This is an optimization exercise on Yosys and OpenROAD, whose aim is small area, a short achievable clock period and few clock cycles per item, not a production implementation.
Only simulation tests tie the RTL to the original design; equivalence was not proved.

--- flow/config.mk ---
export PLATFORM = sky130hd
export DESIGN_NAME = pid_cell
export DESIGN_NICKNAME = pid_cell
export VERILOG_FILES = /design/flow/design.v
export SDC_FILE = /design/flow/constraint.sdc
export NUM_CORES = 4
export LEC_CHECK = 0
export CAP_MARGIN = 20
export CORE_MARGIN = 2
export CORE_UTILIZATION = 40
export SLEW_MARGIN = 20
--- flow/constraint.sdc ---
create_clock -name core_clock -period 16.0 [get_ports {aclk}]
set_input_delay 3.2000 -clock core_clock [delete_from_list [all_inputs] [get_ports {aclk}]]
set_output_delay 3.2000 -clock core_clock [all_outputs]
set_load 0.01 [all_outputs]
--- flow/design.v ---
package pid_pkg;
    localparam int FRAC_BITS_DEF = 16;
    localparam int WORD_SP = 0;
    localparam int WORD_KP = 1;
    localparam int WORD_KI = 2;
    localparam int WORD_KD = 3;
    typedef enum logic [2:0] {
        ST_IDLE  = 3'd0,
        ST_ERR   = 3'd1,
        ST_MUL_P = 3'd2,
        ST_MUL_I = 3'd3,
        ST_MUL_D = 3'd4,
        ST_SUM   = 3'd5,
        ST_OUT   = 3'd6
    } pid_state_e;
endpackage
module sat_mul #(
    parameter int DATA_WIDTH = 32,
    parameter int FRAC_BITS  = 16
) (
    input  logic signed [DATA_WIDTH-1:0] a,
    input  logic signed [DATA_WIDTH-1:0] b,
    output logic signed [DATA_WIDTH-1:0] y
);
    localparam int W = DATA_WIDTH;
    logic signed [2*W-1:0] prod;
    logic signed [2*W-1:0] shifted;
    logic        [W:0]     upper;
    always_comb begin
        prod    = $signed({{W{a[W-1]}}, a}) * $signed({{W{b[W-1]}}, b});
        shifted = prod >>> FRAC_BITS;
        upper   = shifted[2*W-1:W-1];
        if ((&upper) || !(|upper)) begin
            y = shifted[W-1:0];
        end else if (shifted[2*W-1]) begin
            y = {1'b1, {(W-1){1'b0}}};
        end else begin
            y = {1'b0, {(W-1){1'b1}}};
        end
    end
endmodule
module pid_cell #(
    parameter int                     DATA_WIDTH = 32,
    parameter int                     DATA_SIZE  = 128,
    parameter int                     FRAC_BITS  = pid_pkg::FRAC_BITS_DEF,
    parameter logic signed [DATA_WIDTH-1:0] OUT_MAX = 32'h7FFFFFFF,
    parameter logic signed [DATA_WIDTH-1:0] OUT_MIN = 32'h80000000
) (
    input  logic                  aclk,
    input  logic                  aresetn,
    input  logic [DATA_SIZE-1:0]  regs_in,
    input  logic                  param_en,
    input  logic [DATA_WIDTH-1:0] s_data,
    input  logic                  s_valid,
    output logic                  s_ready,
    output logic [DATA_WIDTH-1:0] m_data,
    output logic                  m_valid,
    input  logic                  m_ready,
    output logic                  busy
);
    localparam int W = DATA_WIDTH;
    pid_pkg::pid_state_e state;
    logic       pending;
    logic signed [W-1:0] sp, kp, ki, kd;
    logic signed [W-1:0] y, e, e_prev, p, integ, d;
    logic signed [W-1:0] mul_a, mul_b, mul_y;
    logic signed [W:0]   err_wide, de_wide;
    logic signed [W+1:0] integ_wide, sum_wide;
    logic signed [W-1:0] err_sat, de_sat, integ_next, sum_clamped;
    function automatic logic signed [W-1:0] sat_full(input logic signed [W:0] v);
        if (v[W] == v[W-1]) begin
            sat_full = v[W-1:0];
        end else if (v[W]) begin
            sat_full = {1'b1, {(W-1){1'b0}}};
        end else begin
            sat_full = {1'b0, {(W-1){1'b1}}};
        end
    endfunction
    function automatic logic signed [W-1:0] clamp_out(input logic signed [W+1:0] v);
        if (v > $signed({{2{OUT_MAX[W-1]}}, OUT_MAX})) begin
            clamp_out = OUT_MAX;
        end else if (v < $signed({{2{OUT_MIN[W-1]}}, OUT_MIN})) begin
            clamp_out = OUT_MIN;
        end else begin
            clamp_out = v[W-1:0];
        end
    endfunction
    always_comb begin
        err_wide    = $signed({sp[W-1], sp}) - $signed({y[W-1], y});
        err_sat     = sat_full(err_wide);
        de_wide     = $signed({e[W-1], e}) - $signed({e_prev[W-1], e_prev});
        de_sat      = sat_full(de_wide);
        integ_wide  = $signed({{2{integ[W-1]}}, integ}) + $signed({{2{mul_y[W-1]}}, mul_y});
        integ_next  = clamp_out(integ_wide);
        sum_wide    = $signed({{2{p[W-1]}}, p}) + $signed({{2{integ[W-1]}}, integ})
                    + $signed({{2{d[W-1]}}, d});
        sum_clamped = clamp_out(sum_wide);
    end
    always_comb begin
        mul_a = kp;
        mul_b = e;
        case (state)
            pid_pkg::ST_MUL_I: mul_a = ki;
            pid_pkg::ST_MUL_D: begin
                mul_a = kd;
                mul_b = de_sat;
            end
            default: ;
        endcase
    end
    sat_mul #(
        .DATA_WIDTH (W),
        .FRAC_BITS  (FRAC_BITS)
    ) u_sat_mul (
        .a (mul_a),
        .b (mul_b),
        .y (mul_y)
    );
    always_ff @(posedge aclk or negedge aresetn) begin
        if (!aresetn) begin
            state   <= pid_pkg::ST_IDLE;
            pending <= 1'b0;
            s_ready <= 1'b0;
            m_valid <= 1'b0;
            m_data  <= '0;
            busy    <= 1'b0;
            sp      <= '0;
            kp      <= '0;
            ki      <= '0;
            kd      <= '0;
            y       <= '0;
            e       <= '0;
            e_prev  <= '0;
            p       <= '0;
            integ   <= '0;
            d       <= '0;
        end else begin
            if (param_en && state != pid_pkg::ST_IDLE) begin
                pending <= 1'b1;
            end
            case (state)
                pid_pkg::ST_IDLE: begin
                    if (pending) begin
                        sp      <= regs_in[pid_pkg::WORD_SP*W +: W];
                        kp      <= regs_in[pid_pkg::WORD_KP*W +: W];
                        ki      <= regs_in[pid_pkg::WORD_KI*W +: W];
                        kd      <= regs_in[pid_pkg::WORD_KD*W +: W];
                        pending <= 1'b0;
                        s_ready <= 1'b1;
                    end else if (s_valid && s_ready) begin
                        y       <= s_data;
                        pending <= param_en;
                        s_ready <= 1'b0;
                        busy    <= 1'b1;
                        state   <= pid_pkg::ST_ERR;
                    end else begin
                        if (param_en) begin
                            sp <= regs_in[pid_pkg::WORD_SP*W +: W];
                            kp <= regs_in[pid_pkg::WORD_KP*W +: W];
                            ki <= regs_in[pid_pkg::WORD_KI*W +: W];
                            kd <= regs_in[pid_pkg::WORD_KD*W +: W];
                        end
                        s_ready <= 1'b1;
                    end
                end
                pid_pkg::ST_ERR: begin
                    e     <= err_sat;
                    state <= pid_pkg::ST_MUL_P;
                end
                pid_pkg::ST_MUL_P: begin
                    p     <= mul_y;
                    state <= pid_pkg::ST_MUL_I;
                end
                pid_pkg::ST_MUL_I: begin
                    integ <= integ_next;
                    state <= pid_pkg::ST_MUL_D;
                end
                pid_pkg::ST_MUL_D: begin
                    d      <= mul_y;
                    e_prev <= e;
                    state  <= pid_pkg::ST_SUM;
                end
                pid_pkg::ST_SUM: begin
                    m_data  <= sum_clamped;
                    m_valid <= 1'b1;
                    state   <= pid_pkg::ST_OUT;
                end
                pid_pkg::ST_OUT: begin
                    if (m_ready) begin
                        m_valid <= 1'b0;
                        busy    <= 1'b0;
                        s_ready <= !(pending || param_en);
                        state   <= pid_pkg::ST_IDLE;
                    end
                end
                default: begin
                    state   <= pid_pkg::ST_IDLE;
                    busy    <= 1'b0;
                    m_valid <= 1'b0;
                    s_ready <= 1'b0;
                end
            endcase
        end
    end
endmodule
--- flow/run.sh ---
#!/bin/bash
# synth_recipe.tcl (not shown) runs the flow's synth.tcl, then flattens the netlist and writes it again
# the make line also repeats each setting of config.mk as NAME=value (left out here)
make -C /OpenROAD-flow-scripts/flow DESIGN_CONFIG=/design/flow/config.mk WORK_HOME=/design/flow/orfs CLKGATE_MAP_FILE= SYNTH_SCRIPT=/design/flow/synth_recipe.tcl finish
==> run summary <==
## state kept, by name, summed over array words and instances (netlist names)
name     cells
s_ready      1
y           32
kd          32
ki          32
d           32
e_prev      32
m_data      32
state        3
m_valid      1
pending      1
e           32
busy         1
kp          32
sp          32
integ       32
p           32
## critical path: cells and delay by family, from the launching register on
kind	cells	cell delay (ns)
xor+xnor	2	0.42
simple gates	6	1.50
fa+ha+maj	12	5.37
compound gates	27	5.75
flops	1	0.42
mux	1	0.18
buf+inv	12	1.74
## what timing repair did
action / 4_1_cts / 5_1_grt
pin swaps: 5 / 57
setup buffers: 12 / 39
cloned: 2 / 11
endpoints found under the setup margin: 32 / 32
resized for setup: 31 / 160
## path summary, 6_finish.rpt
path | from | end | slack, ns | cells past startpoint
max | e[10]$_DFFE_PN0P_ | integ[19]$_DFFE_PN0P_ | 0.44 | 60
min | m_data[0]$_DFFE_PN0P_ | m_data[0]$_DFFE_PN0P_ | 0.49 | 2
max reg2reg | e[10]$_DFFE_PN0P_ | integ[19]$_DFFE_PN0P_ | 0.44 | 60
min reg2reg | m_data[0]$_DFFE_PN0P_ | m_data[0]$_DFFE_PN0P_ | 0.49 | 2
max in group asynchronous | aresetn | kd[18]$_DFFE_PN0P_ | 11.34 | 3
min in group asynchronous | aresetn | m_data[3]$_DFFE_PN0P_ | 2.60 | 1
## cell type report
type	instances	area, um2	area share
multi-input cells	4537	44100	0.666
flip-flops and latches	359	8980	0.136
repair buffers	563	5460	0.0824
inverters	1078	4050	0.0612
well taps	1890	2360	0.0357
clock buffers	56	1130	0.0171
clock inverters	16	153	0.00230
diodes	1	2.50	0.0000378
## through the flow
step	utilization	cell area [um2]
2_1_floorplan	-	57400
3_3_place_gp	0.447	63400
3_5_place_dp	0.447	63400
4_1_cts	0.458	65100
5_1_grt	0.467	66300
6_report	0.467	66300
## kinds of logic (layout without fill, tap and decap cells)
logic type                 Yosys count  in the layout  share of synthesized area
AOI/OAI and AO/OA                  956            957                      0.102
xor gates and xnor gates           151            151                     0.0231
buffers and inverters             1374           1713                     0.0904
muxes                              198            198                     0.0381
DFF                                359            359                      0.157
other                                0              1                          0
adders and majority gates         1447           1447                      0.461
and+or+nand+nor                   1784           1784                      0.129
## routing by layer
metal	up-vias	share of wire
met1	23700	0.41
met2	1864	0.45
met3	475	0.085
li1	20200	-
met5	-	0
met4	0	0.055
## placed cells by master (no fill, tap or decap), drive strengths merged, types with 17 or more instances in the layout
cell	count
a21oi	298
dfrtp	359
ha	309
o21a	49
nor3	43
mux2	162
nand2b	48
a211oi	25
or2	24
nand3	33
buf	354
nand4	36
maj3	20
or3	18
nor2b	17
nand2	821
o22ai	17
clkdlybuf4s50	198
a21o	108
and2	23
xor2	55
fa	1118
o21bai	29
a31oi	20
nor2	674
mux2i	36
xnor2	96
inv	1080
o21ai	285
clkbuf	67
==> reports/summary.txt <==
status -> timing/DRC/antenna clean
Mean Syn Cell Area -> 9.15 um2
cell area after synthesis -> 0.0573 mm2
post-DR vias/cell -> 5.43
vias in the first global route -> 48200
clk buf depth -> 3
Synth top area share -> 0.390
clock latency on the worst-skew pair -> 0.59 ns
largest net degree at the start of global routing -> 161
Antenna Nets Post-Route -> 0
share of layout cells above drive strength 1 -> 0.118
HPWL after DPL -> 158000 um
Vert. Die Dim -> 383 um
met2 usage -> 0.429
Netlist cell types -> 81
Final Non-Filler Cells -> 8500
Final WS setup -> 0.442 ns
largest area contributor in the netlist -> fa_1
Initial Utilization -> 0.404
# hold bufs at CTS -> 0
global-route wire length before repair -> 301000 um
core area -> 0.142 mm2
row count -> 138
TritonRoute pass-1 iters -> 5
max-slew violations -> 0
startpoint types -> flop
Final period util -> 0.972
GP Congestion -> 0.984
gate count of the mapped netlist -> 6269
GRT Total Usage -> 0.273
WL per Instance -> 23.6 um
DRC errors left -> 0
Worst Path Required -> 16.47 ns
slowest stage delay, CP -> 0.57 ns
setup TNS -> 0 ns
met3 Use GR -> 0.0521
initial antenna violation count -> 3
Hold WS -> 0.493 ns
post-synthesis sequential area ratio -> 0.157
Final Setup Violations -> 0
largest cells by area after synthesis -> fa_1 (39%), dfrtp_1 (16%), inv_1 (7.1%), ha_1 (6.7%), nand2_1 (5.4%)
most frequent cell after synthesis -> fa_1
port bufs -> 199
die width -> 383 um
worst slew pin tran -> 1.24 ns
register bit count reported by yosys -> 359
worst slack, placed -> -0.694 ns
max frequency -> 0.0643 GHz
Initial DRC Count -> 3715
die area -> 0.146 mm2
vias -> 46200
synthesized net count -> 7861
synth warn -> 2
CP arrival -> 16.02 ns
TritonCTS clock tree -> done
fillers -> 13600
Reg clk slew, reported paths -> 0.06 ns
worst-path fanout max -> 18
most common flop cell mapped by yosys -> dfrtp_1
Tightest Hold Check Type -> reg2reg
Slew headroom -> 0.173
ys async rst share -> 1.00
Routed WL -> 200000 um
grt met1 use -> 0.369
top cells by count, synth -> fa_1 (1118), inv_1 (1077), nand2_1 (821), nor2_1 (674), dfrtp_1 (359)
final net count -> 8171
endpoints failing hold -> 0
io pins -> 200
placed cell count -> 8363
Crit Path Category -> reg2reg
GR peak layer -> met2
CTS Sinks -> 359
Congestion Overflow GR -> 0
CP endpoint kind -> flop
highest-delay cell along the critical path -> fa_1
clock root buffer -> clkbuf_16
number of synthesized flops with an enable pin -> 0
H-tree depth -> 2
Area Growth Syn to Fin -> 15.6%
max_cap viols -> 0
final clock skew -> 0.0209 ns
crit path time final -> 15.56 ns
TritonCTS Buffers -> 40
Top cell by count, worst path -> fa_1
Testbench counts, summed over its fixed seeds: cycles 14,368, items 2,048.

==> separate check: timing with driven ports <==
How much do the figures lean on ideal ports? The routed layout below was timed once more, with nothing changed but the port constraints.
Step 1, drivers: a clkbuf_16 drives aclk and a buf_2 each remaining input, both assumed.
Step 2 moves the port delays by t, midway between the first and last clock arrival at a register: inputs arrive t later, outputs are due t later. That takes back most of the time a late clock gives input paths.
a / b / c = no drivers / after step 1 / after step 2; a / b = the first two.
t, ns: 0.651
setup slack, ns: 0.442 / 0.442 / 0.442
latest minus earliest clock arrival (ns): 0.022 / 0.021
cell pins on the clock port's net: 1
After both steps this run still meets setup and hold. For this run, drivers alone change the setup slack by 0.000 ns; drivers and shift together by 0.000 ns.
